What follows belongs to an exercise in optimizing a design on an open flow for a short achievable clock period and few clock cycles; a production flow would make more cautious choices. The RTL was checked by simulation tests, not by an equivalence proof against the original design. Power and IR drop assume default switching activity.

P:
==> flow/design.v (excerpt) <==
module imem_icache #(
  parameter int ADDR_WIDTH     = 32,
  parameter int INST_WIDTH     = 32,
  parameter int LINES          = 16,
  parameter int WORDS_PER_LINE = 4
) (
  input  logic                  clk,
  input  logic                  rst,
  input  logic [ADDR_WIDTH-1:0] cpu_addr,
  input  logic                  cpu_read,
  output logic [INST_WIDTH-1:0] cpu_rdata,
  output logic                  cpu_stall,
  input  logic                  inv,
  output logic                  mem_req,
  output logic [ADDR_WIDTH-1:0] mem_addr,
  input  logic                  mem_gnt,
  input  logic                  mem_rvalid,
  input  logic [INST_WIDTH-1:0] mem_rdata
);
Size: ~2,800 flip-flops, about 140 I/O pins, roughly 0.10 mm2 of cells after synthesis.
==> flow/config.mk <==
export PLATFORM = sky130hd
export DESIGN_NAME = imem_icache
export DESIGN_NICKNAME = imem_icache
export VERILOG_FILES = /design/flow/design.v
export SDC_FILE = /design/flow/constraint.sdc
export NUM_CORES = 4
export LEC_CHECK = 0
export ABC_CLOCK_PERIOD_IN_PS = 1000
export CAP_MARGIN = 20
export CORE_MARGIN = 2
export CORE_UTILIZATION = 70
export SETUP_SLACK_MARGIN = 5
export SLEW_MARGIN = 20
export TNS_END_PERCENT = 100
==> flow/constraint.sdc <==
create_clock -name core_clock -period 8.0 [get_ports {clk}]
set_input_delay 1.6000 -clock core_clock [delete_from_list [all_inputs] [get_ports {clk}]]
set_output_delay 1.6000 -clock core_clock [all_outputs]
set_load 0.01 [all_outputs]
standard.sh (not shown) runs the stock make flow with config.mk's settings and CLKGATE_MAP_FILE= SYNTH_SCRIPT=/design/flow/synth_recipe.tcl, a recipe that flattens the netlist after the stock synthesis.
==> flow/flow/run.sh <==
#!/bin/bash
# Own layout flow: the standard layout (standard.sh, all steps up to finish), except that the
# port buffers are plain sky130_fd_sc_hd__buf_8 cells instead of the default delay-cell buffers.
# Make's output, with every tool's output, goes to make.log in the work folder.
set -euo pipefail
bash standard.sh "BUFFER_PORTS_ARGS=-buffer_cell sky130_fd_sc_hd__buf_8" finish > make.log 2>&1
Testbench counts of P, summed over its fixed seeds: cycles 26,851.
The following lists how Q was set up differently from P:
- changing CORE_UTILIZATION from 70 to 55
[summary]
The number of clock buffers in the layout in Q is 1.06 times that in P. The lower post-cts repair resize count of P and Q is in P. Tightest hold margin in Q is 11 ps lower than in P. Global-route usage: Q lower than P. The setup slack of the critical path after layout in Q was higher than what P gave. Wire length per cell after detailed routing, P and Q: higher on P.
#### Input delta (R over Q)
==> flow/flow/run.sh <==
#!/bin/bash
# Own layout flow: the standard layout (standard.sh, all steps up to finish) with two changes
# to how the layout is made:
#  - the port buffers are plain sky130_fd_sc_hd__buf_8 cells instead of the default delay cells;
#  - after global placement, move_out_flops.tcl moves each flip-flop that drives an output port's
#    buffer next to that buffer (detailed placement then legalizes it).
# Make's output, with every tool's output, goes to make.log in the work folder; ORFS also keeps
# each step's log under orfs/logs.
set -euo pipefail
bash standard.sh "BUFFER_PORTS_ARGS=-buffer_cell sky130_fd_sc_hd__buf_8" \
  "POST_GLOBAL_PLACE_TCL=$PWD/flow/move_out_flops.tcl" finish > make.log 2>&1
==> flow/flow/move_out_flops.tcl (new file) <==
# After global placement: put each flip-flop that drives an output port's
# buffer next to that buffer, so that the flip-flop's output net (and not the
# logic in front of it) is the short one. Detailed placement legalizes later.
set block [ord::get_db_block]
set moved 0
foreach bterm [$block getBTerms] {
  if {[$bterm getIoType] ne "OUTPUT"} { continue }
  set net [$bterm getNet]
  if {$net eq "NULL"} { continue }
  set buf ""
  foreach it [$net getITerms] {
    if {[$it isOutputSignal]} { set buf [$it getInst] }
  }
  if {$buf eq ""} { continue }
  set innet ""
  foreach it [$buf getITerms] {
    if {[$it isInputSignal] && [$it getNet] ne "NULL"} { set innet [$it getNet] }
  }
  if {$innet eq ""} { continue }
  set drv ""
  foreach it [$innet getITerms] {
    if {[$it isOutputSignal]} { set drv [$it getInst] }
  }
  if {$drv eq "" || ![[$drv getMaster] isSequential]} { continue }
  # only flip-flops whose output feeds nothing but the port buffer
  if {[llength [$innet getITerms]] != 2} { continue }
  set loc [$buf getLocation]
  $drv setLocation [lindex $loc 0] [lindex $loc 1]
  incr moved
}
puts "move_out_flops: moved $moved flip-flops next to their output buffers"
[summary]
R — worst setup slack 71 ps lower, Q as reference. Going from Q to R, layout cell share with drive strength beyond 1 went up by 2.3 points, top fanout value on the critical path fell 10, via count picked up an extra 1,270, placed wire-length estimate comparable, relative slew slack dropped 1.1 points. Per the comparison of R with Q, met3 routing resource usage after global routing essentially unchanged; internal portion of total power now larger; area of all placed cells without fillers has increased.

Another version of the RTL of imem_icache (not shown whole).
Size: ~8300 cells after synthesis, ~2800 flip-flops, ~140 I/O pins.
==> flow/design.v (excerpt) <==
module imem_icache #(
  parameter int ADDR_WIDTH     = 32,
  parameter int INST_WIDTH     = 32,
  parameter int LINES          = 16,
  parameter int WORDS_PER_LINE = 4
) (
  input  logic                  clk,
  input  logic                  rst,
  input  logic [ADDR_WIDTH-1:0] cpu_addr,
  input  logic                  cpu_read,
  output logic [INST_WIDTH-1:0] cpu_rdata,
  output logic                  cpu_stall,
  input  logic                  inv,
  output logic                  mem_req,
  output logic [ADDR_WIDTH-1:0] mem_addr,
  input  logic                  mem_gnt,
  input  logic                  mem_rvalid,
  input  logic [INST_WIDTH-1:0] mem_rdata
);
Settings: LEC_CHECK=0, ABC_CLOCK_PERIOD_IN_PS=1000, CAP_MARGIN=20, CORE_MARGIN=2, CORE_UTILIZATION=55, SETUP_SLACK_MARGIN=5, SLEW_MARGIN=20, TNS_END_PERCENT=100; clock period 8.0 ns.
run.sh (not shown) runs the stock make flow with config.mk's settings and CLKGATE_MAP_FILE= SYNTH_SCRIPT=/design/flow/synth_recipe.tcl, a recipe that flattens the netlist after the stock synthesis.
Stock flow here: none of the scripts above is used.
The first run ran to the end with no violations.
Testbench counts at the start, summed over its fixed seeds: cycles 26,851.
Edit:
==> flow/flow/run.sh (new file) <==
#!/bin/bash
# Own layout flow: the standard layout (standard.sh, all steps up to finish), except that the
# port buffers are plain sky130_fd_sc_hd__buf_8 cells instead of the default delay-cell buffers.
# Make's output, with every tool's output, goes to make.log in the work folder.
set -euo pipefail
bash standard.sh "BUFFER_PORTS_ARGS=-buffer_cell sky130_fd_sc_hd__buf_8" finish > make.log 2>&1
==> flow/standard.sh (new file) <==
#!/bin/bash
# synth_recipe.tcl (not shown) runs the flow's synth.tcl, then flattens the netlist and writes it again
# the make line also repeats each setting of config.mk as NAME=value (left out here)
make -C /OpenROAD-flow-scripts/flow DESIGN_CONFIG=/design/flow/config.mk WORK_HOME=/design/flow/orfs CLKGATE_MAP_FILE= SYNTH_SCRIPT=/design/flow/synth_recipe.tcl "${@:-finish}"
removed: flow/run.sh
The changed run completed without violations; cell count shrinks by 2.3%; global-route usage is lower by 1.1 points; final area fell by 2.9%; non-clock buffer count drops by 252; via count drops by 1.9%; sequential power stays flat; wire length is lower by 3.3%.

Another version of the RTL of imem_icache (not shown whole).
For scale: ~5300 cells after synthesis, about 140 I/O pins, about 0.11 mm2 of cells after synthesis.
export LEC_CHECK = 0
export ABC_CLOCK_PERIOD_IN_PS = 1000
export CAP_MARGIN = 20
export CORE_MARGIN = 2
export CORE_UTILIZATION = 55
export PLACE_DENSITY = 0.8
export SETUP_SLACK_MARGIN = 5
export SLEW_MARGIN = 20
export TNS_END_PERCENT = 100
create_clock -name core_clock -period 8.0 [get_ports {clk}]
standard.sh (not shown) runs the stock make flow with config.mk's settings and CLKGATE_MAP_FILE= SYNTH_SCRIPT=/design/flow/synth_recipe.tcl, a recipe that flattens the netlist after the stock synthesis.
==> flow/flow/run.sh <==
#!/bin/bash
# Own layout flow: the standard layout (standard.sh, all steps up to finish), except that the
# port buffers are plain sky130_fd_sc_hd__buf_8 cells instead of the default delay-cell buffers.
# Make's output, with every tool's output, goes to make.log in the work folder.
set -euo pipefail
bash standard.sh "BUFFER_PORTS_ARGS=-buffer_cell sky130_fd_sc_hd__buf_8" finish > make.log 2>&1
Testbench counts at the start, summed over its fixed seeds: cycles 26,851.
Next try:
==> flow/flow/run.sh (replaced) <==
#!/bin/bash
# Own layout flow: the standard layout (standard.sh, all steps up to finish) with two changes
# to how the layout is made:
#  - the port buffers are plain sky130_fd_sc_hd__buf_8 cells instead of the default delay cells;
#  - after global placement, move_out_flops.tcl moves each flip-flop that drives an output port's
#    buffer next to that buffer (detailed placement then legalizes it).
# Make's output, with every tool's output, goes to make.log in the work folder; ORFS also keeps
# each step's log under orfs/logs.
set -euo pipefail
bash standard.sh "BUFFER_PORTS_ARGS=-buffer_cell sky130_fd_sc_hd__buf_8" \
  "POST_GLOBAL_PLACE_TCL=$PWD/flow/move_out_flops.tcl" finish > make.log 2>&1
==> flow/flow/move_out_flops.tcl (new file) <==
# After global placement: put each flip-flop that drives an output port's
# buffer next to that buffer, so that the flip-flop's output net (and not the
# logic in front of it) is the short one. Detailed placement legalizes later.
set block [ord::get_db_block]
set moved 0
foreach bterm [$block getBTerms] {
  if {[$bterm getIoType] ne "OUTPUT"} { continue }
  set net [$bterm getNet]
  if {$net eq "NULL"} { continue }
  set buf ""
  foreach it [$net getITerms] {
    if {[$it isOutputSignal]} { set buf [$it getInst] }
  }
  if {$buf eq ""} { continue }
  set innet ""
  foreach it [$buf getITerms] {
    if {[$it isInputSignal] && [$it getNet] ne "NULL"} { set innet [$it getNet] }
  }
  if {$innet eq ""} { continue }
  set drv ""
  foreach it [$innet getITerms] {
    if {[$it isOutputSignal]} { set drv [$it getInst] }
  }
  if {$drv eq "" || ![[$drv getMaster] isSequential]} { continue }
  # only flip-flops whose output feeds nothing but the port buffer
  if {[llength [$innet getITerms]] != 2} { continue }
  set loc [$buf getLocation]
  $drv setLocation [lindex $loc 0] [lindex $loc 1]
  incr moved
}
puts "move_out_flops: moved $moved flip-flops next to their output buffers"
Settings changed: CORE_UTILIZATION 55 to 45, PLACE_DENSITY 0.8 to 0.9.
Effect: Synthesized cell count does not change; sequential cell count is unchanged; worst setup slack degrades by 0.057 ns; area after synthesis is unchanged; cell count is higher by a little under a tenth.
Next try:
==> flow/flow/run.sh (replaced) <==
#!/bin/bash
# Own layout flow: the standard layout (standard.sh, all steps up to finish), except that the
# port buffers are plain sky130_fd_sc_hd__buf_8 cells instead of the default delay-cell buffers.
# Make's output, with every tool's output, goes to make.log in the work folder.
set -euo pipefail
bash standard.sh "BUFFER_PORTS_ARGS=-buffer_cell sky130_fd_sc_hd__buf_8" finish > make.log 2>&1
Settings changed: CORE_UTILIZATION 45 to 60, GPL_ROUTABILITY_DRIVEN from default to 0, PLACE_DENSITY 0.9 to default.
removed: flow/flow/move_out_flops.tcl
After rerunning: Clock skew falls by 0.069 ns. Design area shrinks slightly. Clock power shrinks by a few percent. Routed wire length decreases by about a fifth.
Next try:
==> flow/flow/run.sh (replaced) <==
#!/bin/bash
# Own layout flow: the standard layout (standard.sh, all steps up to finish) with two changes
# to how the layout is made:
#  - the port buffers are plain sky130_fd_sc_hd__buf_8 cells instead of the default delay cells;
#  - after global placement, move_out_flops.tcl moves each flip-flop that drives an output port's
#    buffer next to that buffer (detailed placement then legalizes it).
# Make's output, with every tool's output, goes to make.log in the work folder; ORFS also keeps
# each step's log under orfs/logs.
set -euo pipefail
bash standard.sh "BUFFER_PORTS_ARGS=-buffer_cell sky130_fd_sc_hd__buf_8" \
  "POST_GLOBAL_PLACE_TCL=$PWD/flow/move_out_flops.tcl" finish > make.log 2>&1
==> flow/flow/move_out_flops.tcl (new file) <==
# After global placement: put each flip-flop that drives an output port's
# buffer next to that buffer, so that the flip-flop's output net (and not the
# logic in front of it) is the short one. Detailed placement legalizes later.
set block [ord::get_db_block]
set moved 0
foreach bterm [$block getBTerms] {
  if {[$bterm getIoType] ne "OUTPUT"} { continue }
  set net [$bterm getNet]
  if {$net eq "NULL"} { continue }
  set buf ""
  foreach it [$net getITerms] {
    if {[$it isOutputSignal]} { set buf [$it getInst] }
  }
  if {$buf eq ""} { continue }
  set innet ""
  foreach it [$buf getITerms] {
    if {[$it isInputSignal] && [$it getNet] ne "NULL"} { set innet [$it getNet] }
  }
  if {$innet eq ""} { continue }
  set drv ""
  foreach it [$innet getITerms] {
    if {[$it isOutputSignal]} { set drv [$it getInst] }
  }
  if {$drv eq "" || ![[$drv getMaster] isSequential]} { continue }
  # only flip-flops whose output feeds nothing but the port buffer
  if {[llength [$innet getITerms]] != 2} { continue }
  set loc [$buf getLocation]
  $drv setLocation [lindex $loc 0] [lindex $loc 1]
  incr moved
}
puts "move_out_flops: moved $moved flip-flops next to their output buffers"
Settings changed: CORE_UTILIZATION 60 to 55, GPL_ROUTABILITY_DRIVEN 0 to default.
Via count goes up slightly.
Synthesized area stays the same.
Routed wire length rose slightly.
Fmax climbs slightly.
Clock skew stays flat.
Register-to-register slack got worse by 0.04 ns.
Clock-buffer cell count is higher by 31.
Non-clock buffer count went up by 48.
Cell area goes up slightly.
Die area increases by roughly a tenth.
Total power goes up slightly.
Next try:
==> flow/flow/run.sh (replaced) <==
#!/bin/bash
# Own layout flow: the standard layout (standard.sh, all steps up to finish), except that the
# port buffers are plain sky130_fd_sc_hd__buf_8 cells instead of the default delay-cell buffers.
# Make's output, with every tool's output, goes to make.log in the work folder.
set -euo pipefail
bash standard.sh "BUFFER_PORTS_ARGS=-buffer_cell sky130_fd_sc_hd__buf_8" finish > make.log 2>&1
removed: flow/flow/move_out_flops.tcl
The changed run went through all stages and came out clean.
Synthesized area does not change.
Non-clock buffer count went down by 47.
Die area is unchanged.
Wire length hardly moves.
Critical path depth is lower by 2.
Power decreases by about 0.8%.
Worst hold slack hardly moves.
Cell count decreases by 0.69%.
Cell area came out lower by about 0.6%.
Setup slack got worse by 0.015 ns.

separate check: timing with driven ports:
The results above use ideal ports. As a check the final layouts listed here were re-extracted and re-timed, cells and wires unchanged. Step 1: set_driving_cell puts a clkbuf_16 on clk and a buf_2 on each other input, an assumption about the parent block. Step 2 also shifts input and output timing later by t, the mid clock arrival at the registers, as if the neighbouring blocks saw the same clock. a / b / c = ideal / step 1 / step 2; a / b = the first two.
run	t (ns)	setup slack, ns	clock arrival spread, ns
P	1.003	4.726 / 4.692 / 3.688	0.063 / 0.063
Q	1.024	4.873 / 4.781 / 3.807	0.056 / 0.056
R	1.033	4.803 / 4.715 / 3.682	0.063 / 0.062
the first run of note 2	1.052	4.603 / 4.561 / 3.509	0.035 / 0.036
the second run of note 2	1.041	4.704 / 4.571 / 3.530	0.046 / 0.046
the first run of note 3	1.012	4.825 / 4.688 / 3.676	0.112 / 0.112
the second run of note 3	1.045	4.768 / 4.456 / 3.411	0.114 / 0.114
the third run of note 3	1.010	4.915 / 4.789 / 3.779	0.041 / 0.041
the fourth run of note 3	1.011	4.962 / 4.847 / 3.836	0.047 / 0.047
the fifth run of note 3	1.016	4.947 / 4.819 / 3.803	0.048 / 0.049
After both steps every run listed still meets setup and hold. The setup slack of the second run of note 3, which loses most, moves by -0.312 ns with the drivers and by -1.357 ns with both steps.
